This is an optimization exercise on Yosys and OpenROAD, whose aim is small area, not a production implementation. Only simulation tests tie the RTL to the original design; equivalence was not proved. Power is estimated from default activity; no workload was simulated.

## flow/flow/run.sh

```bash
#!/bin/bash
# The standard layout, with the port buffers that buffer_ports puts on every
# input and output made the smallest buffer cell. Each tool's full output goes
# to a log file of its own in this folder (ORFS's own step logs stay under
# orfs/logs/).
set -euo pipefail
export BUFFER_PORTS_ARGS="-buffer_cell sky130_fd_sc_hd__buf_1"
bash standard.sh finish > standard_flow.log 2>&1
```

## flow/standard.sh

```bash
#!/bin/bash
# synth_recipe.tcl (not shown) runs the flow's synth.tcl, then flattens the netlist and writes it again
# the make line also repeats each setting of config.mk as NAME=value (left out here)
make -C /OpenROAD-flow-scripts/flow DESIGN_CONFIG=/design/flow/config.mk WORK_HOME=/design/flow/orfs CLKGATE_MAP_FILE= SYNTH_SCRIPT=/design/flow/synth_recipe.tcl "${@:-finish}"
```

## flow/config.mk

```make
export PLATFORM = sky130hd
export DESIGN_NAME = servo_pwm_sweep_generator
export DESIGN_NICKNAME = servo_pwm_sweep_generator
export VERILOG_FILES = /design/flow/design.v
export SDC_FILE = /design/flow/constraint.sdc
export NUM_CORES = 4
export LEC_CHECK = 0
export CAP_MARGIN = 20
export CORE_MARGIN = 2
export CORE_UTILIZATION = 65
export CTS_BUF_LIST = sky130_fd_sc_hd__clkbuf_8
export SLEW_MARGIN = 20
export SYNTH_HIERARCHICAL = 1
```

## flow/constraint.sdc

```tcl
create_clock -name core_clock -period 12.0 [get_ports {clk}]
set_input_delay 2.4000 -clock core_clock [delete_from_list [all_inputs] [get_ports {clk}]]
set_output_delay 2.4000 -clock core_clock [all_outputs]
set_load 0.01 [all_outputs]
```

## flow/design.v

```verilog
package spwm_pkg;
  localparam int ANGLE_W = 8;
  localparam int SPAN_W  = 12;
  localparam int TICK_W  = 16;
  localparam int PPS_W   = 8;
  localparam int PROD_W  = ANGLE_W + SPAN_W;
  localparam int S91_W   = 19;
  localparam int DEFAULT_MAX_ANGLE = 180;
  localparam logic [TICK_W-1:0] PERIOD_RST    = 16'd20000;
  localparam logic [TICK_W-1:0] MIN_PULSE_RST = 16'd500;
  localparam logic [SPAN_W-1:0] SPAN_RST      = 12'd1900;
  localparam logic [PPS_W-1:0]  PPS_RST       = 8'd50;
  localparam logic [S91_W-1:0]  S91_RST       = 19'd172900;   
  typedef enum logic [1:0] {
    CFG_PERIOD    = 2'd0,
    CFG_MIN_PULSE = 2'd1,
    CFG_SPAN      = 2'd2,
    CFG_PPS       = 2'd3
  } cfg_idx_t;
  typedef enum logic {
    FUNC_TICK = 1'b0,
    FUNC_MOVE = 1'b1
  } func_t;
endpackage
import spwm_pkg::*;
module spwm_width (
  input  logic [ANGLE_W-1:0] angle,
  input  logic [18:0]        s91,
  input  logic [TICK_W-1:0]  min_pulse,
  input  logic [TICK_W-1:0]  period_n,      
  output logic [TICK_W-1:0]  high_width_n   
);
  wire pp1, pp2, pp3, pp4, pp5, pp6, pp7, pp8, pp9, pp10, pp11, pp12, pp13, pp14, pp15, pp16, pp17, pp18, pp19, pp20, pp21, pp22, pp23, pp24, pp25, pp26, pp27, pp28, pp29, pp30, pp31, pp32, pp33, pp34, pp35, pp36, pp37, pp38, pp39, pp40, pp41, pp42, pp43, pp44, pp45, pp46, pp47, pp48, pp49, pp50, pp51, pp52, pp53, pp54, pp55, pp56, pp57, pp58, pp59, pp60, pp61, pp62, pp63, pp64, pp65, pp66, pp67, pp68, pp69, pp70, pp71, pp72, pp73, pp74, pp75, pp76, pp77, pp78, pp79, pp80, pp81, pp82, pp83, pp84, pp85, pp86, pp87, pp88, pp89, pp90, pp91, pp92, pp93, pp94, pp95, pp96, pp97, pp98, pp99, pp100, pp101, pp102, pp103, pp104, pp105, pp106, pp107, pp108, pp109, pp110, pp111, pp112, pp113, pp114, pp115, pp116, pp117, pp118, pp119, pp120, pp121, pp122, pp123, pp124, pp125, pp126, pp127, pp128, pp129, pp130, pp131, pp132, pp133, pp134, hs135, hc136, fs137, fc138, fs139, fc140, fs141, fc142, fs143, fc144, fs145, fc146, fs147, fc148, fs149, fc150, fs151, fc152, fs153, fc154, fs155, fc156, fs157, fc158, fs159, fc160, hs161, hc162, hs163, hc164, fs165, fc166, hs167, hc168, fs169, fc170, fs171, fc172, fs173, fc174, fs175, fc176, fs177, fc178, fs179, fc180, fs181, fc182, fs183, fc184, fs185, fc186, fs187, fc188, fs189, fc190, fs191, fc192, fs193, fc194, fs195, fc196, fs197, fc198, fs199, fc200, fs201, fc202, fs203, fc204, fs205, fc206, fs207, fc208, fs209, fc210, fs211, fc212, fs213, fc214, fs215, fc216, fs217, fc218, fs219, fc220, fs221, fc222, fs223, fc224, fs225, fc226, fs227, fc228, fs229, fc230, hs231, hc232, fs233, fc234, fs235, fc236, fs237, fc238, fs239, fc240, fs241, fc242, fs243, fc244, fs245, fc246, fs247, fc248, fs249, fc250, fs251, fc252, fs253, fc254, fs255, fc256, fs257, fc258, fs259, fc260, fs261, fc262, fs263, fc264, fs265, fc266, fs267, fc268, fs269, fc270, hs271, hc272, fs273, fc274, fs275, fc276, fs277, fc278, fs279, fc280, fs281, fc282, fs283, fc284, fs285, fc286, fs287, fc288, fs289, fc290, fs291, fc292, fs293, fc294, fs295, fc296, fs297, fc298, fs299, fc300, fs301, fc302, fs303, fc304, fs305, fc306, fs307, fc308, fs309, fc310, fs311, fc312, fs313, fc314;
  assign pp1 = ~(angle[0] & s91[0]);
  assign pp2 = ~(angle[0] & s91[1]);
  assign pp3 = ~(angle[0] & s91[2]);
  assign pp4 = ~(angle[0] & s91[3]);
  assign pp5 = ~(angle[0] & s91[4]);
  assign pp6 = ~(angle[0] & s91[5]);
  assign pp7 = ~(angle[0] & s91[6]);
  assign pp8 = ~(angle[0] & s91[7]);
  assign pp9 = ~(angle[0] & s91[8]);
  assign pp10 = ~(angle[0] & s91[9]);
  assign pp11 = ~(angle[0] & s91[10]);
  assign pp12 = ~(angle[0] & s91[11]);
  assign pp13 = ~(angle[0] & s91[12]);
  assign pp14 = ~(angle[0] & s91[13]);
  assign pp15 = ~(angle[0] & s91[14]);
  assign pp16 = ~(angle[0] & s91[15]);
  assign pp17 = ~(angle[0] & s91[16]);
  assign pp18 = ~(angle[0] & s91[17]);
  assign pp19 = ~(angle[0] & s91[18]);
  assign pp20 = ~(angle[1] & s91[0]);
  assign pp21 = ~(angle[1] & s91[1]);
  assign pp22 = ~(angle[1] & s91[2]);
  assign pp23 = ~(angle[1] & s91[3]);
  assign pp24 = ~(angle[1] & s91[4]);
  assign pp25 = ~(angle[1] & s91[5]);
  assign pp26 = ~(angle[1] & s91[6]);
  assign pp27 = ~(angle[1] & s91[7]);
  assign pp28 = ~(angle[1] & s91[8]);
  assign pp29 = ~(angle[1] & s91[9]);
  assign pp30 = ~(angle[1] & s91[10]);
  assign pp31 = ~(angle[1] & s91[11]);
  assign pp32 = ~(angle[1] & s91[12]);
  assign pp33 = ~(angle[1] & s91[13]);
  assign pp34 = ~(angle[1] & s91[14]);
  assign pp35 = ~(angle[1] & s91[15]);
  assign pp36 = ~(angle[1] & s91[16]);
  assign pp37 = ~(angle[1] & s91[17]);
  assign pp38 = ~(angle[1] & s91[18]);
  assign pp39 = ~(angle[2] & s91[0]);
  assign pp40 = ~(angle[2] & s91[1]);
  assign pp41 = ~(angle[2] & s91[2]);
  assign pp42 = ~(angle[2] & s91[3]);
  assign pp43 = ~(angle[2] & s91[4]);
  assign pp44 = ~(angle[2] & s91[5]);
  assign pp45 = ~(angle[2] & s91[6]);
  assign pp46 = ~(angle[2] & s91[7]);
  assign pp47 = ~(angle[2] & s91[8]);
  assign pp48 = ~(angle[2] & s91[9]);
  assign pp49 = ~(angle[2] & s91[10]);
  assign pp50 = ~(angle[2] & s91[11]);
  assign pp51 = ~(angle[2] & s91[12]);
  assign pp52 = ~(angle[2] & s91[13]);
  assign pp53 = ~(angle[2] & s91[14]);
  assign pp54 = ~(angle[2] & s91[15]);
  assign pp55 = ~(angle[2] & s91[16]);
  assign pp56 = ~(angle[2] & s91[17]);
  assign pp57 = ~(angle[2] & s91[18]);
  assign pp58 = ~(angle[3] & s91[0]);
  assign pp59 = ~(angle[3] & s91[1]);
  assign pp60 = ~(angle[3] & s91[2]);
  assign pp61 = ~(angle[3] & s91[3]);
  assign pp62 = ~(angle[3] & s91[4]);
  assign pp63 = ~(angle[3] & s91[5]);
  assign pp64 = ~(angle[3] & s91[6]);
  assign pp65 = ~(angle[3] & s91[7]);
  assign pp66 = ~(angle[3] & s91[8]);
  assign pp67 = ~(angle[3] & s91[9]);
  assign pp68 = ~(angle[3] & s91[10]);
  assign pp69 = ~(angle[3] & s91[11]);
  assign pp70 = ~(angle[3] & s91[12]);
  assign pp71 = ~(angle[3] & s91[13]);
  assign pp72 = ~(angle[3] & s91[14]);
  assign pp73 = ~(angle[3] & s91[15]);
  assign pp74 = ~(angle[3] & s91[16]);
  assign pp75 = ~(angle[3] & s91[17]);
  assign pp76 = ~(angle[3] & s91[18]);
  assign pp77 = ~(angle[4] & s91[0]);
  assign pp78 = ~(angle[4] & s91[1]);
  assign pp79 = ~(angle[4] & s91[2]);
  assign pp80 = ~(angle[4] & s91[3]);
  assign pp81 = ~(angle[4] & s91[4]);
  assign pp82 = ~(angle[4] & s91[5]);
  assign pp83 = ~(angle[4] & s91[6]);
  assign pp84 = ~(angle[4] & s91[7]);
  assign pp85 = ~(angle[4] & s91[8]);
  assign pp86 = ~(angle[4] & s91[9]);
  assign pp87 = ~(angle[4] & s91[10]);
  assign pp88 = ~(angle[4] & s91[11]);
  assign pp89 = ~(angle[4] & s91[12]);
  assign pp90 = ~(angle[4] & s91[13]);
  assign pp91 = ~(angle[4] & s91[14]);
  assign pp92 = ~(angle[4] & s91[15]);
  assign pp93 = ~(angle[4] & s91[16]);
  assign pp94 = ~(angle[4] & s91[17]);
  assign pp95 = ~(angle[4] & s91[18]);
  assign pp96 = ~(angle[5] & s91[0]);
  assign pp97 = ~(angle[5] & s91[1]);
  assign pp98 = ~(angle[5] & s91[2]);
  assign pp99 = ~(angle[5] & s91[3]);
  assign pp100 = ~(angle[5] & s91[4]);
  assign pp101 = ~(angle[5] & s91[5]);
  assign pp102 = ~(angle[5] & s91[6]);
  assign pp103 = ~(angle[5] & s91[7]);
  assign pp104 = ~(angle[5] & s91[8]);
  assign pp105 = ~(angle[5] & s91[9]);
  assign pp106 = ~(angle[5] & s91[10]);
  assign pp107 = ~(angle[5] & s91[11]);
  assign pp108 = ~(angle[5] & s91[12]);
  assign pp109 = ~(angle[5] & s91[13]);
  assign pp110 = ~(angle[5] & s91[14]);
  assign pp111 = ~(angle[5] & s91[15]);
  assign pp112 = ~(angle[5] & s91[16]);
  assign pp113 = ~(angle[5] & s91[17]);
  assign pp114 = ~(angle[5] & s91[18]);
  assign pp115 = ~(angle[6] & s91[0]);
  assign pp116 = ~((angle[7] & s91[0]) | (angle[6] & s91[1]));
  assign pp117 = ~((angle[7] & s91[1]) | (angle[6] & s91[2]));
  assign pp118 = ~((angle[7] & s91[2]) | (angle[6] & s91[3]));
  assign pp119 = ~((angle[7] & s91[3]) | (angle[6] & s91[4]));
  assign pp120 = ~((angle[7] & s91[4]) | (angle[6] & s91[5]));
  assign pp121 = ~((angle[7] & s91[5]) | (angle[6] & s91[6]));
  assign pp122 = ~((angle[7] & s91[6]) | (angle[6] & s91[7]));
  assign pp123 = ~((angle[7] & s91[7]) | (angle[6] & s91[8]));
  assign pp124 = ~((angle[7] & s91[8]) | (angle[6] & s91[9]));
  assign pp125 = ~((angle[7] & s91[9]) | (angle[6] & s91[10]));
  assign pp126 = ~((angle[7] & s91[10]) | (angle[6] & s91[11]));
  assign pp127 = ~((angle[7] & s91[11]) | (angle[6] & s91[12]));
  assign pp128 = ~((angle[7] & s91[12]) | (angle[6] & s91[13]));
  assign pp129 = ~((angle[7] & s91[13]) | (angle[6] & s91[14]));
  assign pp130 = ~((angle[7] & s91[14]) | (angle[6] & s91[15]));
  assign pp131 = ~((angle[7] & s91[15]) | (angle[6] & s91[16]));
  assign pp132 = ~((angle[7] & s91[16]) | (angle[6] & s91[17]));
  assign pp133 = ~((angle[7] & s91[17]) | (angle[6] & s91[18]));
  assign pp134 = ~(angle[7] & s91[18]);
  assign hs135 = ~(pp7 ^ pp25);
  assign hc136 = pp7 | pp25;
  spwm_fa u_fs137 (.a(pp8), .b(pp26), .ci(pp44), .s(fs137), .co(fc138));
  spwm_fa u_fs139 (.a(pp9), .b(pp27), .ci(pp45), .s(fs139), .co(fc140));
  spwm_fa u_fs141 (.a(pp10), .b(pp28), .ci(pp46), .s(fs141), .co(fc142));
  spwm_fa u_fs143 (.a(pp11), .b(pp29), .ci(pp47), .s(fs143), .co(fc144));
  spwm_fa u_fs145 (.a(pp12), .b(pp30), .ci(pp48), .s(fs145), .co(fc146));
  spwm_fa u_fs147 (.a(pp13), .b(pp31), .ci(pp49), .s(fs147), .co(fc148));
  spwm_fa u_fs149 (.a(pp14), .b(pp32), .ci(pp50), .s(fs149), .co(fc150));
  spwm_fa u_fs151 (.a(pp15), .b(pp33), .ci(pp51), .s(fs151), .co(fc152));
  spwm_fa u_fs153 (.a(pp16), .b(pp34), .ci(pp52), .s(fs153), .co(fc154));
  spwm_fa u_fs155 (.a(pp17), .b(pp35), .ci(pp53), .s(fs155), .co(fc156));
  spwm_fa u_fs157 (.a(pp18), .b(pp36), .ci(pp54), .s(fs157), .co(fc158));
  spwm_fa u_fs159 (.a(pp19), .b(pp37), .ci(pp55), .s(fs159), .co(fc160));
  assign hs161 = ~(pp38 ^ pp56);
  assign hc162 = pp38 | pp56;
  assign hs163 = ~(pp5 ^ pp23);
  assign hc164 = pp5 | pp23;
  spwm_fa u_fs165 (.a(pp6), .b(pp24), .ci(pp42), .s(fs165), .co(fc166));
  assign hs167 = ~(pp60 ^ pp78);
  assign hc168 = pp60 | pp78;
  spwm_fa u_fs169 (.a(pp43), .b(pp61), .ci(pp79), .s(fs169), .co(fc170));
  spwm_fa u_fs171 (.a(pp97), .b(pp115), .ci(hs135), .s(fs171), .co(fc172));
  spwm_fa u_fs173 (.a(pp62), .b(pp80), .ci(pp98), .s(fs173), .co(fc174));
  spwm_fa u_fs175 (.a(pp116), .b(fs137), .ci(hc136), .s(fs175), .co(fc176));
  spwm_fa u_fs177 (.a(pp63), .b(pp81), .ci(pp99), .s(fs177), .co(fc178));
  spwm_fa u_fs179 (.a(pp117), .b(fs139), .ci(fc138), .s(fs179), .co(fc180));
  spwm_fa u_fs181 (.a(pp64), .b(pp82), .ci(pp100), .s(fs181), .co(fc182));
  spwm_fa u_fs183 (.a(pp118), .b(fs141), .ci(fc140), .s(fs183), .co(fc184));
  spwm_fa u_fs185 (.a(pp65), .b(pp83), .ci(pp101), .s(fs185), .co(fc186));
  spwm_fa u_fs187 (.a(pp119), .b(fs143), .ci(fc142), .s(fs187), .co(fc188));
  spwm_fa u_fs189 (.a(pp66), .b(pp84), .ci(pp102), .s(fs189), .co(fc190));
  spwm_fa u_fs191 (.a(pp120), .b(fs145), .ci(fc144), .s(fs191), .co(fc192));
  spwm_fa u_fs193 (.a(pp67), .b(pp85), .ci(pp103), .s(fs193), .co(fc194));
  spwm_fa u_fs195 (.a(pp121), .b(fs147), .ci(fc146), .s(fs195), .co(fc196));
  spwm_fa u_fs197 (.a(pp68), .b(pp86), .ci(pp104), .s(fs197), .co(fc198));
  spwm_fa u_fs199 (.a(pp122), .b(fs149), .ci(fc148), .s(fs199), .co(fc200));
  spwm_fa u_fs201 (.a(pp69), .b(pp87), .ci(pp105), .s(fs201), .co(fc202));
  spwm_fa u_fs203 (.a(pp123), .b(fs151), .ci(fc150), .s(fs203), .co(fc204));
  spwm_fa u_fs205 (.a(pp70), .b(pp88), .ci(pp106), .s(fs205), .co(fc206));
  spwm_fa u_fs207 (.a(pp124), .b(fs153), .ci(fc152), .s(fs207), .co(fc208));
  spwm_fa u_fs209 (.a(pp71), .b(pp89), .ci(pp107), .s(fs209), .co(fc210));
  spwm_fa u_fs211 (.a(pp125), .b(fs155), .ci(fc154), .s(fs211), .co(fc212));
  spwm_fa u_fs213 (.a(pp72), .b(pp90), .ci(pp108), .s(fs213), .co(fc214));
  spwm_fa u_fs215 (.a(pp126), .b(fs157), .ci(fc156), .s(fs215), .co(fc216));
  spwm_fa u_fs217 (.a(pp73), .b(pp91), .ci(pp109), .s(fs217), .co(fc218));
  spwm_fa u_fs219 (.a(pp127), .b(fs159), .ci(fc158), .s(fs219), .co(fc220));
  spwm_fa u_fs221 (.a(pp74), .b(pp92), .ci(pp110), .s(fs221), .co(fc222));
  spwm_fa u_fs223 (.a(pp128), .b(hs161), .ci(fc160), .s(fs223), .co(fc224));
  spwm_fa u_fs225 (.a(pp57), .b(pp75), .ci(pp93), .s(fs225), .co(fc226));
  spwm_fa u_fs227 (.a(pp111), .b(pp129), .ci(hc162), .s(fs227), .co(fc228));
  spwm_fa u_fs229 (.a(pp76), .b(pp94), .ci(pp112), .s(fs229), .co(fc230));
  assign hs231 = ~(pp4 ^ pp22);
  assign hc232 = pp4 | pp22;
  spwm_fa u_fs233 (.a(pp41), .b(pp59), .ci(pp77), .s(fs233), .co(fc234));
  spwm_fa u_fs235 (.a(pp96), .b(fs165), .ci(hs167), .s(fs235), .co(fc236));
  spwm_fa u_fs237 (.a(fs169), .b(fs171), .ci(fc166), .s(fs237), .co(fc238));
  spwm_fa u_fs239 (.a(fs173), .b(fs175), .ci(fc170), .s(fs239), .co(fc240));
  spwm_fa u_fs241 (.a(fs177), .b(fs179), .ci(fc174), .s(fs241), .co(fc242));
  spwm_fa u_fs243 (.a(fs181), .b(fs183), .ci(fc178), .s(fs243), .co(fc244));
  spwm_fa u_fs245 (.a(fs185), .b(fs187), .ci(fc182), .s(fs245), .co(fc246));
  spwm_fa u_fs247 (.a(fs189), .b(fs191), .ci(fc186), .s(fs247), .co(fc248));
  spwm_fa u_fs249 (.a(fs193), .b(fs195), .ci(fc190), .s(fs249), .co(fc250));
  spwm_fa u_fs251 (.a(fs197), .b(fs199), .ci(fc194), .s(fs251), .co(fc252));
  spwm_fa u_fs253 (.a(fs201), .b(fs203), .ci(fc198), .s(fs253), .co(fc254));
  spwm_fa u_fs255 (.a(fs205), .b(fs207), .ci(fc202), .s(fs255), .co(fc256));
  spwm_fa u_fs257 (.a(fs209), .b(fs211), .ci(fc206), .s(fs257), .co(fc258));
  spwm_fa u_fs259 (.a(fs213), .b(fs215), .ci(fc210), .s(fs259), .co(fc260));
  spwm_fa u_fs261 (.a(fs217), .b(fs219), .ci(fc214), .s(fs261), .co(fc262));
  spwm_fa u_fs263 (.a(fs221), .b(fs223), .ci(fc218), .s(fs263), .co(fc264));
  spwm_fa u_fs265 (.a(fs225), .b(fs227), .ci(fc222), .s(fs265), .co(fc266));
  spwm_fa u_fs267 (.a(pp130), .b(fs229), .ci(fc226), .s(fs267), .co(fc268));
  spwm_fa u_fs269 (.a(pp95), .b(pp113), .ci(pp131), .s(fs269), .co(fc270));
  assign hs271 = ~(pp3 ^ pp21);
  assign hc272 = pp3 | pp21;
  spwm_fa u_fs273 (.a(pp40), .b(pp58), .ci(hs231), .s(fs273), .co(fc274));
  spwm_fa u_fs275 (.a(hs163), .b(fs233), .ci(hc232), .s(fs275), .co(fc276));
  spwm_fa u_fs277 (.a(hc164), .b(fs235), .ci(fc234), .s(fs277), .co(fc278));
  spwm_fa u_fs279 (.a(hc168), .b(fs237), .ci(fc236), .s(fs279), .co(fc280));
  spwm_fa u_fs281 (.a(fc172), .b(fs239), .ci(fc238), .s(fs281), .co(fc282));
  spwm_fa u_fs283 (.a(fc176), .b(fs241), .ci(fc240), .s(fs283), .co(fc284));
  spwm_fa u_fs285 (.a(fc180), .b(fs243), .ci(fc242), .s(fs285), .co(fc286));
  spwm_fa u_fs287 (.a(fc184), .b(fs245), .ci(fc244), .s(fs287), .co(fc288));
  spwm_fa u_fs289 (.a(fc188), .b(fs247), .ci(fc246), .s(fs289), .co(fc290));
  spwm_fa u_fs291 (.a(fc192), .b(fs249), .ci(fc248), .s(fs291), .co(fc292));
  spwm_fa u_fs293 (.a(fc196), .b(fs251), .ci(fc250), .s(fs293), .co(fc294));
  spwm_fa u_fs295 (.a(fc200), .b(fs253), .ci(fc252), .s(fs295), .co(fc296));
  spwm_fa u_fs297 (.a(fc204), .b(fs255), .ci(fc254), .s(fs297), .co(fc298));
  spwm_fa u_fs299 (.a(fc208), .b(fs257), .ci(fc256), .s(fs299), .co(fc300));
  spwm_fa u_fs301 (.a(fc212), .b(fs259), .ci(fc258), .s(fs301), .co(fc302));
  spwm_fa u_fs303 (.a(fc216), .b(fs261), .ci(fc260), .s(fs303), .co(fc304));
  spwm_fa u_fs305 (.a(fc220), .b(fs263), .ci(fc262), .s(fs305), .co(fc306));
  spwm_fa u_fs307 (.a(fc224), .b(fs265), .ci(fc264), .s(fs307), .co(fc308));
  spwm_fa u_fs309 (.a(fc228), .b(fs267), .ci(fc266), .s(fs309), .co(fc310));
  spwm_fa u_fs311 (.a(fc230), .b(fs269), .ci(fc268), .s(fs311), .co(fc312));
  spwm_fa u_fs313 (.a(pp114), .b(pp132), .ci(fc270), .s(fs313), .co(fc314));
  wire [25:0] ra = {~pp134, ~pp133, ~fs313, ~fs311, ~fs309, ~fs307, ~fs305, ~fs303, ~fs301, ~fs299, ~fs297, ~fs295, ~fs293, ~fs291, ~fs289, ~fs287, ~fs285, ~fs283, ~fs281, ~fs279, ~fs277, ~fs275, ~fs273, ~pp39, ~pp2, ~pp1};
  wire [25:0] rb = {1'b0, ~fc314, ~fc312, ~fc310, ~fc308, ~fc306, ~fc304, ~fc302, ~fc300, ~fc298, ~fc296, ~fc294, ~fc292, ~fc290, ~fc288, ~fc286, ~fc284, ~fc282, ~fc280, ~fc278, ~fc276, ~fc274, ~hc272, ~hs271, ~pp20, 1'b0};
  wire [26:0] v;
  wire vag0_0 = ra[0] & rb[0];
  wire vap0_0 = ra[0] ^ rb[0];
  wire vag1_1 = ra[1] & rb[1];
  wire vap1_1 = ra[1] ^ rb[1];
  wire vag2_2 = ra[2] & rb[2];
  wire vap2_2 = ra[2] ^ rb[2];
  wire vag3_3 = ra[3] & rb[3];
  wire vap3_3 = ra[3] ^ rb[3];
  wire vag4_4 = ra[4] & rb[4];
  wire vap4_4 = ra[4] ^ rb[4];
  wire vag5_5 = ra[5] & rb[5];
  wire vap5_5 = ra[5] ^ rb[5];
  wire vag6_6 = ra[6] & rb[6];
  wire vap6_6 = ra[6] ^ rb[6];
  wire vag7_7 = ra[7] & rb[7];
  wire vap7_7 = ra[7] ^ rb[7];
  wire vag8_8 = ra[8] & rb[8];
  wire vap8_8 = ra[8] ^ rb[8];
  wire vag9_9 = ra[9] & rb[9];
  wire vap9_9 = ra[9] ^ rb[9];
  wire vag10_10 = ra[10] & rb[10];
  wire vap10_10 = ra[10] ^ rb[10];
  wire vag11_11 = ra[11] & rb[11];
  wire vap11_11 = ra[11] ^ rb[11];
  wire vag12_12 = ra[12] & rb[12];
  wire vap12_12 = ra[12] ^ rb[12];
  wire vag13_13 = ra[13] & rb[13];
  wire vap13_13 = ra[13] ^ rb[13];
  wire vag14_14 = ra[14] & rb[14];
  wire vap14_14 = ra[14] ^ rb[14];
  wire vag15_15 = ra[15] & rb[15];
  wire vap15_15 = ra[15] ^ rb[15];
  wire vag16_16 = ra[16] & rb[16];
  wire vap16_16 = ra[16] ^ rb[16];
  wire vag17_17 = ra[17] & rb[17];
  wire vap17_17 = ra[17] ^ rb[17];
  wire vag18_18 = ra[18] & rb[18];
  wire vap18_18 = ra[18] ^ rb[18];
  wire vag19_19 = ra[19] & rb[19];
  wire vap19_19 = ra[19] ^ rb[19];
  wire vag20_20 = ra[20] & rb[20];
  wire vap20_20 = ra[20] ^ rb[20];
  wire vag21_21 = ra[21] & rb[21];
  wire vap21_21 = ra[21] ^ rb[21];
  wire vag22_22 = ra[22] & rb[22];
  wire vap22_22 = ra[22] ^ rb[22];
  wire vag23_23 = ra[23] & rb[23];
  wire vap23_23 = ra[23] ^ rb[23];
  wire vag24_24 = ra[24] & rb[24];
  wire vap24_24 = ra[24] ^ rb[24];
  wire vag25_25 = ra[25] & rb[25];
  wire vap25_25 = ra[25] ^ rb[25];
  wire vag0_1 = vag1_1 | (vap1_1 & vag0_0);
  wire vap0_1 = vap1_1 & vap0_0;
  wire vag2_3 = vag3_3 | (vap3_3 & vag2_2);
  wire vap2_3 = vap3_3 & vap2_2;
  wire vag4_5 = vag5_5 | (vap5_5 & vag4_4);
  wire vap4_5 = vap5_5 & vap4_4;
  wire vag6_7 = vag7_7 | (vap7_7 & vag6_6);
  wire vap6_7 = vap7_7 & vap6_6;
  wire vag8_9 = vag9_9 | (vap9_9 & vag8_8);
  wire vap8_9 = vap9_9 & vap8_8;
  wire vag10_11 = vag11_11 | (vap11_11 & vag10_10);
  wire vap10_11 = vap11_11 & vap10_10;
  wire vag12_13 = vag13_13 | (vap13_13 & vag12_12);
  wire vap12_13 = vap13_13 & vap12_12;
  wire vag14_15 = vag15_15 | (vap15_15 & vag14_14);
  wire vap14_15 = vap15_15 & vap14_14;
  wire vag16_17 = vag17_17 | (vap17_17 & vag16_16);
  wire vap16_17 = vap17_17 & vap16_16;
  wire vag18_19 = vag19_19 | (vap19_19 & vag18_18);
  wire vap18_19 = vap19_19 & vap18_18;
  wire vag20_21 = vag21_21 | (vap21_21 & vag20_20);
  wire vap20_21 = vap21_21 & vap20_20;
  wire vag22_23 = vag23_23 | (vap23_23 & vag22_22);
  wire vap22_23 = vap23_23 & vap22_22;
  wire vag24_25 = vag25_25 | (vap25_25 & vag24_24);
  wire vap24_25 = vap25_25 & vap24_24;
  wire vag0_3 = vag2_3 | (vap2_3 & vag0_1);
  wire vap0_3 = vap2_3 & vap0_1;
  wire vag4_7 = vag6_7 | (vap6_7 & vag4_5);
  wire vap4_7 = vap6_7 & vap4_5;
  wire vag8_11 = vag10_11 | (vap10_11 & vag8_9);
  wire vap8_11 = vap10_11 & vap8_9;
  wire vag12_15 = vag14_15 | (vap14_15 & vag12_13);
  wire vap12_15 = vap14_15 & vap12_13;
  wire vag16_19 = vag18_19 | (vap18_19 & vag16_17);
  wire vap16_19 = vap18_19 & vap16_17;
  wire vag20_23 = vag22_23 | (vap22_23 & vag20_21);
  wire vap20_23 = vap22_23 & vap20_21;
  wire vag0_7 = vag4_7 | (vap4_7 & vag0_3);
  wire vap0_7 = vap4_7 & vap0_3;
  wire vag8_15 = vag12_15 | (vap12_15 & vag8_11);
  wire vap8_15 = vap12_15 & vap8_11;
  wire vag16_23 = vag20_23 | (vap20_23 & vag16_19);
  wire vap16_23 = vap20_23 & vap16_19;
  wire vag0_15 = vag8_15 | (vap8_15 & vag0_7);
  wire vap0_15 = vap8_15 & vap0_7;
  wire vag0_23 = vag16_23 | (vap16_23 & vag0_15);
  wire vap0_23 = vap16_23 & vap0_15;
  wire vag0_11 = vag8_11 | (vap8_11 & vag0_7);
  wire vap0_11 = vap8_11 & vap0_7;
  wire vag0_19 = vag16_19 | (vap16_19 & vag0_15);
  wire vap0_19 = vap16_19 & vap0_15;
  wire vag0_5 = vag4_5 | (vap4_5 & vag0_3);
  wire vap0_5 = vap4_5 & vap0_3;
  wire vag0_9 = vag8_9 | (vap8_9 & vag0_7);
  wire vap0_9 = vap8_9 & vap0_7;
  wire vag0_13 = vag12_13 | (vap12_13 & vag0_11);
  wire vap0_13 = vap12_13 & vap0_11;
  wire vag0_17 = vag16_17 | (vap16_17 & vag0_15);
  wire vap0_17 = vap16_17 & vap0_15;
  wire vag0_21 = vag20_21 | (vap20_21 & vag0_19);
  wire vap0_21 = vap20_21 & vap0_19;
  wire vag0_25 = vag24_25 | (vap24_25 & vag0_23);
  wire vap0_25 = vap24_25 & vap0_23;
  wire vag0_2 = vag2_2 | (vap2_2 & vag0_1);
  wire vap0_2 = vap2_2 & vap0_1;
  wire vag0_4 = vag4_4 | (vap4_4 & vag0_3);
  wire vap0_4 = vap4_4 & vap0_3;
  wire vag0_6 = vag6_6 | (vap6_6 & vag0_5);
  wire vap0_6 = vap6_6 & vap0_5;
  wire vag0_8 = vag8_8 | (vap8_8 & vag0_7);
  wire vap0_8 = vap8_8 & vap0_7;
  wire vag0_10 = vag10_10 | (vap10_10 & vag0_9);
  wire vap0_10 = vap10_10 & vap0_9;
  wire vag0_12 = vag12_12 | (vap12_12 & vag0_11);
  wire vap0_12 = vap12_12 & vap0_11;
  wire vag0_14 = vag14_14 | (vap14_14 & vag0_13);
  wire vap0_14 = vap14_14 & vap0_13;
  wire vag0_16 = vag16_16 | (vap16_16 & vag0_15);
  wire vap0_16 = vap16_16 & vap0_15;
  wire vag0_18 = vag18_18 | (vap18_18 & vag0_17);
  wire vap0_18 = vap18_18 & vap0_17;
  wire vag0_20 = vag20_20 | (vap20_20 & vag0_19);
  wire vap0_20 = vap20_20 & vap0_19;
  wire vag0_22 = vag22_22 | (vap22_22 & vag0_21);
  wire vap0_22 = vap22_22 & vap0_21;
  wire vag0_24 = vag24_24 | (vap24_24 & vag0_23);
  wire vap0_24 = vap24_24 & vap0_23;
  assign v = {vag0_25, vap25_25 ^ vag0_24, vap24_24 ^ vag0_23, vap23_23 ^ vag0_22, vap22_22 ^ vag0_21, vap21_21 ^ vag0_20, vap20_20 ^ vag0_19, vap19_19 ^ vag0_18, vap18_18 ^ vag0_17, vap17_17 ^ vag0_16, vap16_16 ^ vag0_15, vap15_15 ^ vag0_14, vap14_14 ^ vag0_13, vap13_13 ^ vag0_12, vap12_12 ^ vag0_11, vap11_11 ^ vag0_10, vap10_10 ^ vag0_9, vap9_9 ^ vag0_8, vap8_8 ^ vag0_7, vap7_7 ^ vag0_6, vap6_6 ^ vag0_5, vap5_5 ^ vag0_4, vap4_4 ^ vag0_3, vap3_3 ^ vag0_2, vap2_2 ^ vag0_1, vap1_1 ^ vag0_0, vap0_0 ^ 1'b0};
  wire [11:0] h = v[25:14];
  wire [11:0] l = v[13:2];
  wire [11:0] g1 = h & l;
  wire [11:0] p1 = h | l;
  wire [5:0]  g2, p2;
  wire [2:0]  g3, p3;
  for (genvar k = 0; k < 6; k++) begin : g_t2
    assign g2[k] = g1[2*k+1] | (p1[2*k+1] & g1[2*k]);
    assign p2[k] = p1[2*k+1] & p1[2*k];
  end
  for (genvar k = 0; k < 3; k++) begin : g_t3
    assign g3[k] = g2[2*k+1] | (p2[2*k+1] & g2[2*k]);
    assign p3[k] = p2[2*k+1] & p2[2*k];
  end
  wire c = g3[2] | (p3[2] & (g3[1] | (p3[1] & (g3[0] | p3[0]))));
  wire [16:0] sum;
  wire sag0_0 = min_pulse[0] & h[0];
  wire sap0_0 = min_pulse[0] ^ h[0];
  wire sag1_1 = min_pulse[1] & h[1];
  wire sap1_1 = min_pulse[1] ^ h[1];
  wire sag2_2 = min_pulse[2] & h[2];
  wire sap2_2 = min_pulse[2] ^ h[2];
  wire sag3_3 = min_pulse[3] & h[3];
  wire sap3_3 = min_pulse[3] ^ h[3];
  wire sag4_4 = min_pulse[4] & h[4];
  wire sap4_4 = min_pulse[4] ^ h[4];
  wire sag5_5 = min_pulse[5] & h[5];
  wire sap5_5 = min_pulse[5] ^ h[5];
  wire sag6_6 = min_pulse[6] & h[6];
  wire sap6_6 = min_pulse[6] ^ h[6];
  wire sag7_7 = min_pulse[7] & h[7];
  wire sap7_7 = min_pulse[7] ^ h[7];
  wire sag8_8 = min_pulse[8] & h[8];
  wire sap8_8 = min_pulse[8] ^ h[8];
  wire sag9_9 = min_pulse[9] & h[9];
  wire sap9_9 = min_pulse[9] ^ h[9];
  wire sag10_10 = min_pulse[10] & h[10];
  wire sap10_10 = min_pulse[10] ^ h[10];
  wire sag11_11 = min_pulse[11] & h[11];
  wire sap11_11 = min_pulse[11] ^ h[11];
  wire sag12_12 = min_pulse[12] & 1'b0;
  wire sap12_12 = min_pulse[12] ^ 1'b0;
  wire sag13_13 = min_pulse[13] & 1'b0;
  wire sap13_13 = min_pulse[13] ^ 1'b0;
  wire sag14_14 = min_pulse[14] & 1'b0;
  wire sap14_14 = min_pulse[14] ^ 1'b0;
  wire sag15_15 = min_pulse[15] & 1'b0;
  wire sap15_15 = min_pulse[15] ^ 1'b0;
  wire sag0_1 = sag1_1 | (sap1_1 & sag0_0);
  wire sap0_1 = sap1_1 & sap0_0;
  wire sag2_3 = sag3_3 | (sap3_3 & sag2_2);
  wire sap2_3 = sap3_3 & sap2_2;
  wire sag4_5 = sag5_5 | (sap5_5 & sag4_4);
  wire sap4_5 = sap5_5 & sap4_4;
  wire sag6_7 = sag7_7 | (sap7_7 & sag6_6);
  wire sap6_7 = sap7_7 & sap6_6;
  wire sag8_9 = sag9_9 | (sap9_9 & sag8_8);
  wire sap8_9 = sap9_9 & sap8_8;
  wire sag10_11 = sag11_11 | (sap11_11 & sag10_10);
  wire sap10_11 = sap11_11 & sap10_10;
  wire sag12_13 = sag13_13 | (sap13_13 & sag12_12);
  wire sap12_13 = sap13_13 & sap12_12;
  wire sag14_15 = sag15_15 | (sap15_15 & sag14_14);
  wire sap14_15 = sap15_15 & sap14_14;
  wire sag0_3 = sag2_3 | (sap2_3 & sag0_1);
  wire sap0_3 = sap2_3 & sap0_1;
  wire sag4_7 = sag6_7 | (sap6_7 & sag4_5);
  wire sap4_7 = sap6_7 & sap4_5;
  wire sag8_11 = sag10_11 | (sap10_11 & sag8_9);
  wire sap8_11 = sap10_11 & sap8_9;
  wire sag12_15 = sag14_15 | (sap14_15 & sag12_13);
  wire sap12_15 = sap14_15 & sap12_13;
  wire sag0_7 = sag4_7 | (sap4_7 & sag0_3);
  wire sap0_7 = sap4_7 & sap0_3;
  wire sag8_15 = sag12_15 | (sap12_15 & sag8_11);
  wire sap8_15 = sap12_15 & sap8_11;
  wire sag0_15 = sag8_15 | (sap8_15 & sag0_7);
  wire sap0_15 = sap8_15 & sap0_7;
  wire sag0_11 = sag8_11 | (sap8_11 & sag0_7);
  wire sap0_11 = sap8_11 & sap0_7;
  wire sag0_5 = sag4_5 | (sap4_5 & sag0_3);
  wire sap0_5 = sap4_5 & sap0_3;
  wire sag0_9 = sag8_9 | (sap8_9 & sag0_7);
  wire sap0_9 = sap8_9 & sap0_7;
  wire sag0_13 = sag12_13 | (sap12_13 & sag0_11);
  wire sap0_13 = sap12_13 & sap0_11;
  wire sag0_2 = sag2_2 | (sap2_2 & sag0_1);
  wire sap0_2 = sap2_2 & sap0_1;
  wire sag0_4 = sag4_4 | (sap4_4 & sag0_3);
  wire sap0_4 = sap4_4 & sap0_3;
  wire sag0_6 = sag6_6 | (sap6_6 & sag0_5);
  wire sap0_6 = sap6_6 & sap0_5;
  wire sag0_8 = sag8_8 | (sap8_8 & sag0_7);
  wire sap0_8 = sap8_8 & sap0_7;
  wire sag0_10 = sag10_10 | (sap10_10 & sag0_9);
  wire sap0_10 = sap10_10 & sap0_9;
  wire sag0_12 = sag12_12 | (sap12_12 & sag0_11);
  wire sap0_12 = sap12_12 & sap0_11;
  wire sag0_14 = sag14_14 | (sap14_14 & sag0_13);
  wire sap0_14 = sap14_14 & sap0_13;
  assign sum = {(sag0_15 | (sap0_15 & c)), sap15_15 ^ (sag0_14 | (sap0_14 & c)), sap14_14 ^ (sag0_13 | (sap0_13 & c)), sap13_13 ^ (sag0_12 | (sap0_12 & c)), sap12_12 ^ (sag0_11 | (sap0_11 & c)), sap11_11 ^ (sag0_10 | (sap0_10 & c)), sap10_10 ^ (sag0_9 | (sap0_9 & c)), sap9_9 ^ (sag0_8 | (sap0_8 & c)), sap8_8 ^ (sag0_7 | (sap0_7 & c)), sap7_7 ^ (sag0_6 | (sap0_6 & c)), sap6_6 ^ (sag0_5 | (sap0_5 & c)), sap5_5 ^ (sag0_4 | (sap0_4 & c)), sap4_4 ^ (sag0_3 | (sap0_3 & c)), sap3_3 ^ (sag0_2 | (sap0_2 & c)), sap2_2 ^ (sag0_1 | (sap0_1 & c)), sap1_1 ^ (sag0_0 | (sap0_0 & c)), sap0_0 ^ c};
  wire [16:0] rs;
  wire [16:0] rc;
  spwm_ha u_room0 (.a(period_n[0]), .b(min_pulse[0]), .s(rs[0]), .co(rc[1]));
  for (genvar k = 1; k < 16; k++) begin : g_room
    spwm_fa u_room (.a(period_n[k]), .b(min_pulse[k]), .ci(rc[k]), .s(rs[k]), .co(rc[k+1]));
  end
  assign rs[16] = rc[16];
  wire        room_neg = rs[16];
  wire        room_big = ~&rs[15:12];
  wire [12:0] gt;
  assign gt[0] = 1'b0;
  for (genvar k = 0; k < 12; k++) begin : g_gt
    assign gt[k+1] = (h[k] & rs[k]) | (h[k] & gt[k]) | (rs[k] & gt[k]);
  end
  wire        h_gt = gt[12];
  wire        h_eq = &(h ^ rs[11:0]);
  wire        over = room_neg | (!room_big & (h_gt | (c & h_eq)));
  assign high_width_n = over ? period_n : ~sum[15:0];
endmodule
module spwm_fa (
  input  logic a,
  input  logic b,
  input  logic ci,
  output logic s,
  output logic co
);
  assign s  = a ^ b ^ ci;
  assign co = (a & b) | (ci & (a ^ b));
endmodule
module spwm_ha (
  input  logic a,
  input  logic b,
  output logic s,
  output logic co
);
  assign s  = a ^ b;
  assign co = a & b;
endmodule
module spwm_maj (
  input  logic a,
  input  logic b,
  input  logic c,
  output logic y
);
  assign y = (a & b) | (a & c) | (b & c);
endmodule
import spwm_pkg::*;
module servo_pwm_sweep_generator (
  input  logic        clk,
  input  logic        rst_n,
  input  logic        in_tvalid,
  output logic        in_tready,
  input  logic [15:0] in_tdata,
  input  logic        in_tuser,
  output logic        out_tvalid,
  input  logic        out_tready,
  output logic [15:0] out_tdata,
  input  logic        cfg_valid,
  output logic        cfg_ready,
  input  logic [1:0]  cfg_index,
  input  logic [15:0] cfg_data
);
  function automatic logic [7:0] step8(input logic [7:0] a, input logic up,
                                       input logic en);
    logic [7:0] t;
    logic [7:0] c;
    integer     i;
    begin
      t = a ^ {8{~up}};
      c[0] = en;
      for (i = 1; i < 8; i = i + 1)
        c[i] = c[i-1] & t[i-1];
      step8 = a ^ c;
    end
  endfunction
  function automatic logic [7:0] clamp180(input logic [7:0] x);
    logic gt;
    begin
      gt = x[7] & (x[6] | (x[5] & x[4] & (x[3] | (x[2] & (x[1] | x[0])))));
      clamp180 = {x[7], x[6] & ~gt, x[5] | gt, x[4] | gt,
                  x[3] & ~gt, x[2] | gt, x[1] & ~gt, x[0] & ~gt};
    end
  endfunction
  logic [S91_W-1:0] s91_new;
  wire ts1, tc2, ts3, tc4, ts5, tc6, ts7, tc8, ts9, tc10, ts11, tc12;
  wire ts13, tc14, ts15, tc16, ts17, tc18, ts19, tc20, ts21, tc22, ts23, tc24;
  wire ts25, tc26, ts27, tc28, ts29, tc30, ts31, tc32, ts33, tc34, ts35, tc36;
  wire ts37, tc38, ts39, tc40, ts41, tc42, ts43, tc44, ts45, tc46, ts47, tc48;
  wire ts49, tc50, ts51, tc52, ts53, tc54, ts55, tc56, ts57, tc58, ts59, tc60;
  wire ts61, tc62, ts63, tc64, ts65, tc66, ts67, tc68, ts69, tc70, ts71, tc72;
  wire ts73, tc74, ts75, tc76, ts77, tc78, ts79, tc80, ts81, tc82, ts83, tc84;
  wire ts85, tc86, ts87, tc88, ts89, tc90, ts91, tc92, ts93, tc94, ts95, tc96;
  spwm_ha u_ts1 (.a(cfg_data[0]), .b(cfg_data[2]), .s(ts1), .co(tc2));
  spwm_fa u_ts3 (.a(cfg_data[1]), .b(cfg_data[3]), .ci(cfg_data[4]), .s(ts3), .co(tc4));
  spwm_fa u_ts5 (.a(cfg_data[2]), .b(cfg_data[4]), .ci(cfg_data[5]), .s(ts5), .co(tc6));
  spwm_fa u_ts7 (.a(cfg_data[3]), .b(cfg_data[5]), .ci(cfg_data[6]), .s(ts7), .co(tc8));
  spwm_fa u_ts9 (.a(cfg_data[4]), .b(cfg_data[6]), .ci(cfg_data[7]), .s(ts9), .co(tc10));
  spwm_fa u_ts11 (.a(cfg_data[5]), .b(cfg_data[7]), .ci(cfg_data[8]), .s(ts11), .co(tc12));
  spwm_ha u_ts13 (.a(cfg_data[6]), .b(cfg_data[8]), .s(ts13), .co(tc14));
  spwm_ha u_ts15 (.a(cfg_data[0]), .b(cfg_data[1]), .s(ts15), .co(tc16));
  spwm_fa u_ts17 (.a(cfg_data[1]), .b(cfg_data[2]), .ci(cfg_data[4]), .s(ts17), .co(tc18));
  spwm_fa u_ts19 (.a(cfg_data[3]), .b(cfg_data[5]), .ci(cfg_data[6]), .s(ts19), .co(tc20));
  spwm_fa u_ts21 (.a(cfg_data[6]), .b(cfg_data[7]), .ci(ts3), .s(ts21), .co(tc22));
  spwm_fa u_ts23 (.a(cfg_data[7]), .b(cfg_data[8]), .ci(ts5), .s(ts23), .co(tc24));
  spwm_fa u_ts25 (.a(cfg_data[8]), .b(cfg_data[9]), .ci(ts7), .s(ts25), .co(tc26));
  spwm_fa u_ts27 (.a(cfg_data[9]), .b(cfg_data[10]), .ci(ts9), .s(ts27), .co(tc28));
  spwm_fa u_ts29 (.a(cfg_data[10]), .b(cfg_data[11]), .ci(ts11), .s(ts29), .co(tc30));
  spwm_fa u_ts31 (.a(cfg_data[9]), .b(cfg_data[11]), .ci(ts13), .s(ts31), .co(tc32));
  spwm_fa u_ts33 (.a(cfg_data[7]), .b(cfg_data[9]), .ci(cfg_data[10]), .s(ts33), .co(tc34));
  spwm_ha u_ts35 (.a(cfg_data[8]), .b(cfg_data[10]), .s(ts35), .co(tc36));
  spwm_ha u_ts37 (.a(cfg_data[0]), .b(cfg_data[2]), .s(ts37), .co(tc38));
  spwm_fa u_ts39 (.a(cfg_data[3]), .b(cfg_data[4]), .ci(ts15), .s(ts39), .co(tc40));
  spwm_fa u_ts41 (.a(cfg_data[5]), .b(ts17), .ci(tc16), .s(ts41), .co(tc42));
  spwm_fa u_ts43 (.a(ts1), .b(ts19), .ci(tc18), .s(ts43), .co(tc44));
  spwm_fa u_ts45 (.a(tc2), .b(ts21), .ci(tc20), .s(ts45), .co(tc46));
  spwm_fa u_ts47 (.a(tc4), .b(ts23), .ci(tc22), .s(ts47), .co(tc48));
  spwm_fa u_ts49 (.a(tc6), .b(ts25), .ci(tc24), .s(ts49), .co(tc50));
  spwm_fa u_ts51 (.a(tc8), .b(ts27), .ci(tc26), .s(ts51), .co(tc52));
  spwm_fa u_ts53 (.a(tc10), .b(ts29), .ci(tc28), .s(ts53), .co(tc54));
  spwm_fa u_ts55 (.a(tc12), .b(ts31), .ci(tc30), .s(ts55), .co(tc56));
  spwm_fa u_ts57 (.a(tc14), .b(ts33), .ci(tc32), .s(ts57), .co(tc58));
  spwm_fa u_ts59 (.a(cfg_data[11]), .b(ts35), .ci(tc34), .s(ts59), .co(tc60));
  spwm_fa u_ts61 (.a(cfg_data[9]), .b(cfg_data[11]), .ci(tc36), .s(ts61), .co(tc62));
  spwm_ha u_ts63 (.a(cfg_data[0]), .b(cfg_data[1]), .s(ts63), .co(tc64));
  spwm_fa u_ts65 (.a(cfg_data[1]), .b(cfg_data[2]), .ci(tc64), .s(ts65), .co(tc66));
  spwm_fa u_ts67 (.a(cfg_data[3]), .b(ts37), .ci(tc66), .s(ts67), .co(tc68));
  spwm_fa u_ts69 (.a(ts39), .b(tc38), .ci(tc68), .s(ts69), .co(tc70));
  spwm_fa u_ts71 (.a(ts41), .b(tc40), .ci(tc70), .s(ts71), .co(tc72));
  spwm_fa u_ts73 (.a(ts43), .b(tc42), .ci(tc72), .s(ts73), .co(tc74));
  spwm_fa u_ts75 (.a(ts45), .b(tc44), .ci(tc74), .s(ts75), .co(tc76));
  spwm_fa u_ts77 (.a(ts47), .b(tc46), .ci(tc76), .s(ts77), .co(tc78));
  spwm_fa u_ts79 (.a(ts49), .b(tc48), .ci(tc78), .s(ts79), .co(tc80));
  spwm_fa u_ts81 (.a(ts51), .b(tc50), .ci(tc80), .s(ts81), .co(tc82));
  spwm_fa u_ts83 (.a(ts53), .b(tc52), .ci(tc82), .s(ts83), .co(tc84));
  spwm_fa u_ts85 (.a(ts55), .b(tc54), .ci(tc84), .s(ts85), .co(tc86));
  spwm_fa u_ts87 (.a(ts57), .b(tc56), .ci(tc86), .s(ts87), .co(tc88));
  spwm_fa u_ts89 (.a(ts59), .b(tc58), .ci(tc88), .s(ts89), .co(tc90));
  spwm_fa u_ts91 (.a(ts61), .b(tc60), .ci(tc90), .s(ts91), .co(tc92));
  spwm_fa u_ts93 (.a(cfg_data[10]), .b(tc62), .ci(tc92), .s(ts93), .co(tc94));
  spwm_ha u_ts95 (.a(cfg_data[11]), .b(tc94), .s(ts95), .co(tc96));
  assign s91_new = {tc96, ts95, ts93, ts91, ts89, ts87, ts85, ts83, ts81, ts79, ts77, ts75, ts73, ts71, ts69, ts67, ts65, ts63, cfg_data[0]};
  logic [TICK_W-1:0]  period_n, min_pulse_r;
  logic [S91_W-1:0]   s91_r;      
  logic [PPS_W-1:0]   pps_n;
  logic [TICK_W-1:0]  tick_r;
  logic [PPS_W-1:0]   pcount_r;
  logic [ANGLE_W-1:0] angle_r, goal_n;
  logic [TICK_W-1:0]  width_n;
  logic               moving_r;
  logic               out_valid_r, pin_r, reject_r, stepped_r;
  logic               up_r;       
  logic               in_acc, is_move, move_ok, tick_mv;
  logic [ANGLE_W-1:0] start_cl, target_cl, a_step, a_load, shown;
  logic [TICK_W:0]    tick_inc;
  logic [PPS_W-1:0]   pcount_inc;
  logic               wrap, pwrap, at_goal, up, step, stop;
  logic [TICK_W-1:0]  new_width_n;
  logic               pin_lt;
  assign cfg_ready  = 1'b1;
  assign in_tready  = !out_valid_r || out_tready;
  assign in_acc     = in_tvalid && in_tready;
  assign is_move    = in_tuser;
  assign move_ok    = is_move && !moving_r;
  assign tick_mv    = !is_move && moving_r;
  assign start_cl   = clamp180(in_tdata[7:0]);
  assign target_cl  = clamp180(in_tdata[15:8]);
  logic [TICK_W:0] tick_cy;
  logic [PPS_W:0]  pcount_cy;
  assign tick_inc[0]   = ~tick_r[0];
  assign tick_cy[1]    = tick_r[0];
  assign pcount_inc[0] = ~pcount_r[0];
  assign pcount_cy[1]  = pcount_r[0];
  for (genvar i = 1; i < TICK_W; i++) begin : g_tick_inc
    spwm_ha u_ha (.a(tick_r[i]), .b(tick_cy[i]), .s(tick_inc[i]), .co(tick_cy[i+1]));
  end
  assign tick_inc[TICK_W] = tick_cy[TICK_W];
  for (genvar i = 1; i < PPS_W; i++) begin : g_pcount_inc
    spwm_ha u_ha (.a(pcount_r[i]), .b(pcount_cy[i]), .s(pcount_inc[i]), .co(pcount_cy[i+1]));
  end
  logic [TICK_W:1]    wrap_nb, pin_nb;
  logic [PPS_W:1]     pwrap_nb;
  logic [ANGLE_W:1]   up_nb;
  logic [ANGLE_W-1:0] target_n;
  assign wrap_nb[1]  = tick_inc[0] | period_n[0];
  assign pin_nb[1]   = tick_r[0] | width_n[0];
  assign pwrap_nb[1] = pcount_inc[0] | pps_n[0];
  assign up_nb[1]    = start_cl[0] | target_n[0];
  for (genvar i = 1; i < TICK_W; i++) begin : g_cmp16
    spwm_maj u_wrap (.a(tick_inc[i]), .b(period_n[i]), .c(wrap_nb[i]), .y(wrap_nb[i+1]));
    spwm_maj u_pin  (.a(tick_r[i]),   .b(width_n[i]),  .c(pin_nb[i]),  .y(pin_nb[i+1]));
  end
  for (genvar i = 1; i < PPS_W; i++) begin : g_cmp8
    spwm_maj u_pwrap (.a(pcount_inc[i]), .b(pps_n[i]),  .c(pwrap_nb[i]), .y(pwrap_nb[i+1]));
    spwm_maj u_up    (.a(start_cl[i]),   .b(target_n[i]), .c(up_nb[i]),  .y(up_nb[i+1]));
  end
  assign wrap       = tick_inc[TICK_W] | wrap_nb[TICK_W];
  assign pwrap      = pwrap_nb[PPS_W];
  assign pin_lt     = ~pin_nb[TICK_W];
  assign at_goal    = &(angle_r ^ goal_n);
  assign target_n   = ~target_cl;
  assign up         = up_r;
  assign step       = tick_mv && wrap && pwrap && !at_goal;
  assign stop       = tick_mv && wrap && pwrap && at_goal;
  assign a_step     = step8(angle_r, up, 1'b1);
  assign a_load     = is_move ? start_cl : a_step;
  spwm_width u_width (
    .angle      (a_load),
    .s91        (s91_r),
    .min_pulse  (min_pulse_r),
    .period_n   (period_n),
    .high_width_n (new_width_n)
  );
  always_ff @(posedge clk) begin
    if (!rst_n) begin
      period_n    <= ~PERIOD_RST;
      min_pulse_r <= MIN_PULSE_RST;
      s91_r       <= S91_RST;
      pps_n       <= ~PPS_RST;
    end else if (cfg_valid) begin
      case (cfg_index)
        CFG_PERIOD:    period_n    <= ~cfg_data;
        CFG_MIN_PULSE: min_pulse_r <= cfg_data;
        CFG_SPAN:      s91_r       <= s91_new;
        default:       pps_n       <= ~cfg_data[PPS_W-1:0];
      endcase
    end
  end
  always_ff @(posedge clk) begin
    if (!rst_n) begin
      moving_r    <= 1'b0;
      angle_r     <= '0;
      out_valid_r <= 1'b0;
    end else begin
      out_valid_r <= in_acc || (out_valid_r && !out_tready);
      if (in_acc) begin
        if (move_ok) begin
          moving_r <= 1'b1;
          angle_r  <= start_cl;
        end else if (stop) begin
          moving_r <= 1'b0;
        end else if (step) begin
          angle_r  <= a_step;
        end
      end
    end
  end
  always_ff @(posedge clk) begin
    if (in_acc) begin
      if (move_ok) begin
        goal_n   <= target_n;
        up_r     <= ~up_nb[ANGLE_W];
        tick_r   <= '0;
        pcount_r <= '0;
      end else if (tick_mv) begin
        if (wrap) begin
          tick_r   <= '0;
          pcount_r <= pwrap ? '0 : pcount_inc;
        end else begin
          tick_r   <= tick_inc[TICK_W-1:0];
        end
      end
      if (move_ok || step) width_n <= new_width_n;
      pin_r     <= tick_mv && pin_lt;
      reject_r  <= is_move && moving_r;
      stepped_r <= step;
    end
  end
  assign shown = step8(angle_r, !up_r, stepped_r);
  assign out_tvalid = out_valid_r;
  assign out_tdata  = {5'b0, reject_r, moving_r, shown, pin_r};
endmodule
```

==> results.yml <==
outcome:
  status: "complete, no violations"
clocking:
  clk-insertion-delay-late_ns: 0.44
  hold_buffers: 0
  post_cts_buffers: 0
  cts_tree: "built"
  clk_pin_slew_worst_paths_ns: 0.07
  cts_resized: 0
  ctsHtreeMaxLevel: 4
  cts_made_buffers: 17
  clk_path_buf_depth: 2
  clkSinkCount: 121
  root_buffer: "clkbuf_8"
timing:
  final-hold-violation-count: 0
  setup_violations: 0
  slew_headroom: 0.3292
  period_needed_ns: 10.36
  rsz0062_at_grt: "no"
  tns_ns: 0
  fmax_ghz: 0.09651
  worst_slew_pin_slew_ns: 0.9985
  finalMaxSlewViolations: 0
  period_share: 0.8635
  skew_ns: 0.01008
layout:
  syn2layout_area_growth_pct: 5.424
  stdcell_area_sq_um: 12600
  final_nets: 1521
  layout-drive-gt1-share: 0.09076
  nFillCells: 1426
  antenna_cells: 0
  post-route-util: 0.6989
critical_path:
  crit_path_max_incr_delay_ns: 0.57
  worst_setup_path_start_kind: "input pin"
  cp_top_family: "compound AO/OA/AOI/OAI gates"
  cp_max_fo: 19
  crit_type: "in2reg"
  crit_end: "width_n[12]$_DFFE_PP_"
  startpoint: "in_tdata[2]"
  regToRegStartpoint: "angle_r[0]$_SDFFE_PN0P_"
  critPathMostFrequentCell: "fa_1"
  cp_num_cells: 30
  endpoint_kind: "register"
  reg2reg_to: "width_n[12]$_DFFE_PP_"
  critPathArrivalTime_ns: 10.51
  cp_data_required_time_ns: 12.15
  rr_worst_depth: 27
  crit_slowest_cell: "fa_1"
  path_buf_inv: 3
  r2r_setup_slack_ns: 3.03
grt:
  grt_max_degree: 37
  grt.overflow.total: 0
  grtUsageTotal: 0.2986
  grt_pass1_vias: 8828
  grt_pass1_wl_um: 45950
  antenna_found_initial: 0
route:
  drt_pass1_iterations: 5
  routed_via_density: 5.978
  wl_per_cell_um: 18.45
  drt_iter0_drc: 489
  vias: 8877
  drc: 0
  routed_wl_um: 27410
  antenna_left: 0
logic_synthesis:
  yosysWarnings: 7
  ys_dominant_reg_cell: "dfxtp_1"
  synth_edf_count: 52
  netlist.area_leader.share: 0.2563
  synth.area.top_cells: "fa_1 (26%), edfxtp_1 (13%), dfxtp_1 (12%)"
  ys_seq_area_frac: 0.2463
  ys_ff_latch: 121
  syn_area_per_cell_sq_um: 9.699
  synth_commonest_cells: "nand2_1 (221), fa_1 (153), inv_1 (87)"
  synth_area_sq_um: 11950
  synth-async-reset-ratio: 0
  yosysUniqueCellTypes: 73
  syn_inst: 1232
  yosys.cell_count.top_type: "nand2_1"
  synth_top_area_cell: "fa_1"
floorplan:
  die-height_um: 139.6
  boundaryPins: 59
  die_w_um: 139.6
  core_sq_um: 18020
  num_rows: 49
  start_util: 0.6629
  dieArea_sq_um: 19480
placement:
  routabilityCongestion: 0.9475
  port_buffers: 52
  postPlaceCellArea_sq_um: 12200
  dpl.hpwl_um: 21710
flow_run:
  cap_viol_max_count: 0
hold_path:
  hp-class: "reg2reg"
pwr:
  ir_drop_mv: 0.2696
  p_per_area_nw_per_um2: 307.3
  p_leak_nw: 5.117
metrics by stage:
stage | power [mW] | hold WS, ns | setup WS, ns | instances
2_1_floorplan | 2.831 | 0.4351 | 1.788 | 1236
3_3_place_gp | 3.424 | 0.4738 | 1.474 | 1453
3_5_place_dp | 3.477 | 0.4866 | 1.202 | 1453
4_1_cts | 3.854 | 0.5014 | 1.678 | 1485
5_1_grt | 4.225 | 0.5296 | 0.8178 | 1485
6_report | 3.871 | 0.5015 | 1.638 | 1485
Yosys stat by module (local to each module, per instance):
module,flops+latches,cells
spwm_ha,0,1
servo_pwm_sweep_generator,121,518
spwm_fa,0,1
spwm_maj,0,1
spwm_width,0,500
tightest hold or removal path, stage by stage (launching register included):
cell	delay [ns]
dfxtp_1	0.32
nand2_1	0.06
o211ai_1	0.08
layout by cell type (no fill, tap or decap), types with 25 or more instances in the layout:
cell type  count
buf_1         52
and2_1        39
ha_1          85
nand2_1      221
maj3_2        45
dfxtp_1       69
fa_1         153
a21oi_1       71
nor2_1        67
edfxtp_1      52
inv_1         90
o21ai_0       25
cell type report:
cell class	count	area, sq um	area share
Clock buffer	17	234.0	0.01857
Clock inverter	15	160.2	0.01271
Inverter	88	330.3	0.02622
Multi-Input combinational cell	953	8373	0.6647
Sequential cell	121	2943	0.2336
Tap cell	229	286.5	0.02275
Timing Repair Buffer	62	270.3	0.02145
routing by layer:
metal  routed length (um)  share of wire  track usage  vias up
li1                     -              -            -     4168
met1                12190           0.44       0.4311     4371
met2                13070           0.48       0.4765      306
met3                 1656          0.060      0.04233       32
met4                  489          0.018      0.08895        0
met5                    0              0            0        -
how the worst min path moves through the flow:
| stage | cells past startpoint | to | slack (ns) | start |
|---|---|---|---|---|
| floorplan | 2 | s91_r[10]$_SDFFE_PN0P_ | 0.44 | s91_r[10]$_SDFFE_PN0P_ |
| global route | 2 | pps_n[2]$_SDFFE_PN1P_ | 0.53 | pps_n[2]$_SDFFE_PN1P_ |
| CTS | 2 | pps_n[0]$_SDFFE_PN1P_ | 0.50 | pps_n[0]$_SDFFE_PN1P_ |
| finish | 2 | pps_n[0]$_SDFFE_PN1P_ | 0.50 | pps_n[0]$_SDFFE_PN1P_ |
| global placement | 2 | pps_n[0]$_SDFFE_PN1P_ | 0.47 | pps_n[0]$_SDFFE_PN1P_ |
| detailed placement | 2 | pps_n[0]$_SDFFE_PN1P_ | 0.49 | pps_n[0]$_SDFFE_PN1P_ |
cells by family (layout without fill, tap and decap cells):
logic type                 Yosys count  in the layout  synth area share
and+or+nand+nor                    403            403            0.1495
adders and majority gates          285            285            0.3894
AOI/OAI and AO/OA                  208            208            0.1171
buffers and inverters              162            182           0.05665
DFF                                121            121            0.2463
xor gates and xnor gates            43             43           0.03340
muxes                                8              8          0.007016
other                                2              6         0.0006285
state kept, by name, indices dropped and copies added, names as in the netlist, 8 cells and up:
register	flops
angle_r	8
pps_n	8
goal_n	8
s91_r	19
width_n	16
pcount_r	8
tick_r	16
min_pulse_r	16
period_n	16
where the power goes:
part           total, mW  switching, mW  leakage (nW)  internal (mW)
registers          0.594         0.0460          1.05          0.548
clock network      0.373          0.171         0.203          0.202
logic               2.91           1.65          3.87           1.26

==> static timing again, ports no longer ideal <==
No port has a modelled driver above. Below, the same layout with a new extraction and two added sets of constraints.
Step 1, drivers: a clkbuf_16 drives clk and a buf_2 each remaining input, both assumed.
Step 2, shift: input delay + t, output delay - t, t = (earliest + latest rising clock arrival at the registers) / 2. This alone moves slack from input paths to output paths.
Three values: ideal ports, drivers, drivers and shift; two values: the first two.
shift t [ns]: 0.483
setup slack, ns: 1.638 / 1.661 / 1.178
clock arrival spread, ns: 0.010 / 0.011
slew at the worst register clock pin (ns): 0.08 / 0.08
After both steps setup and hold are still met in this run. The setup slack of this run moves by +0.023 ns with the drivers and by -0.460 ns with both steps.
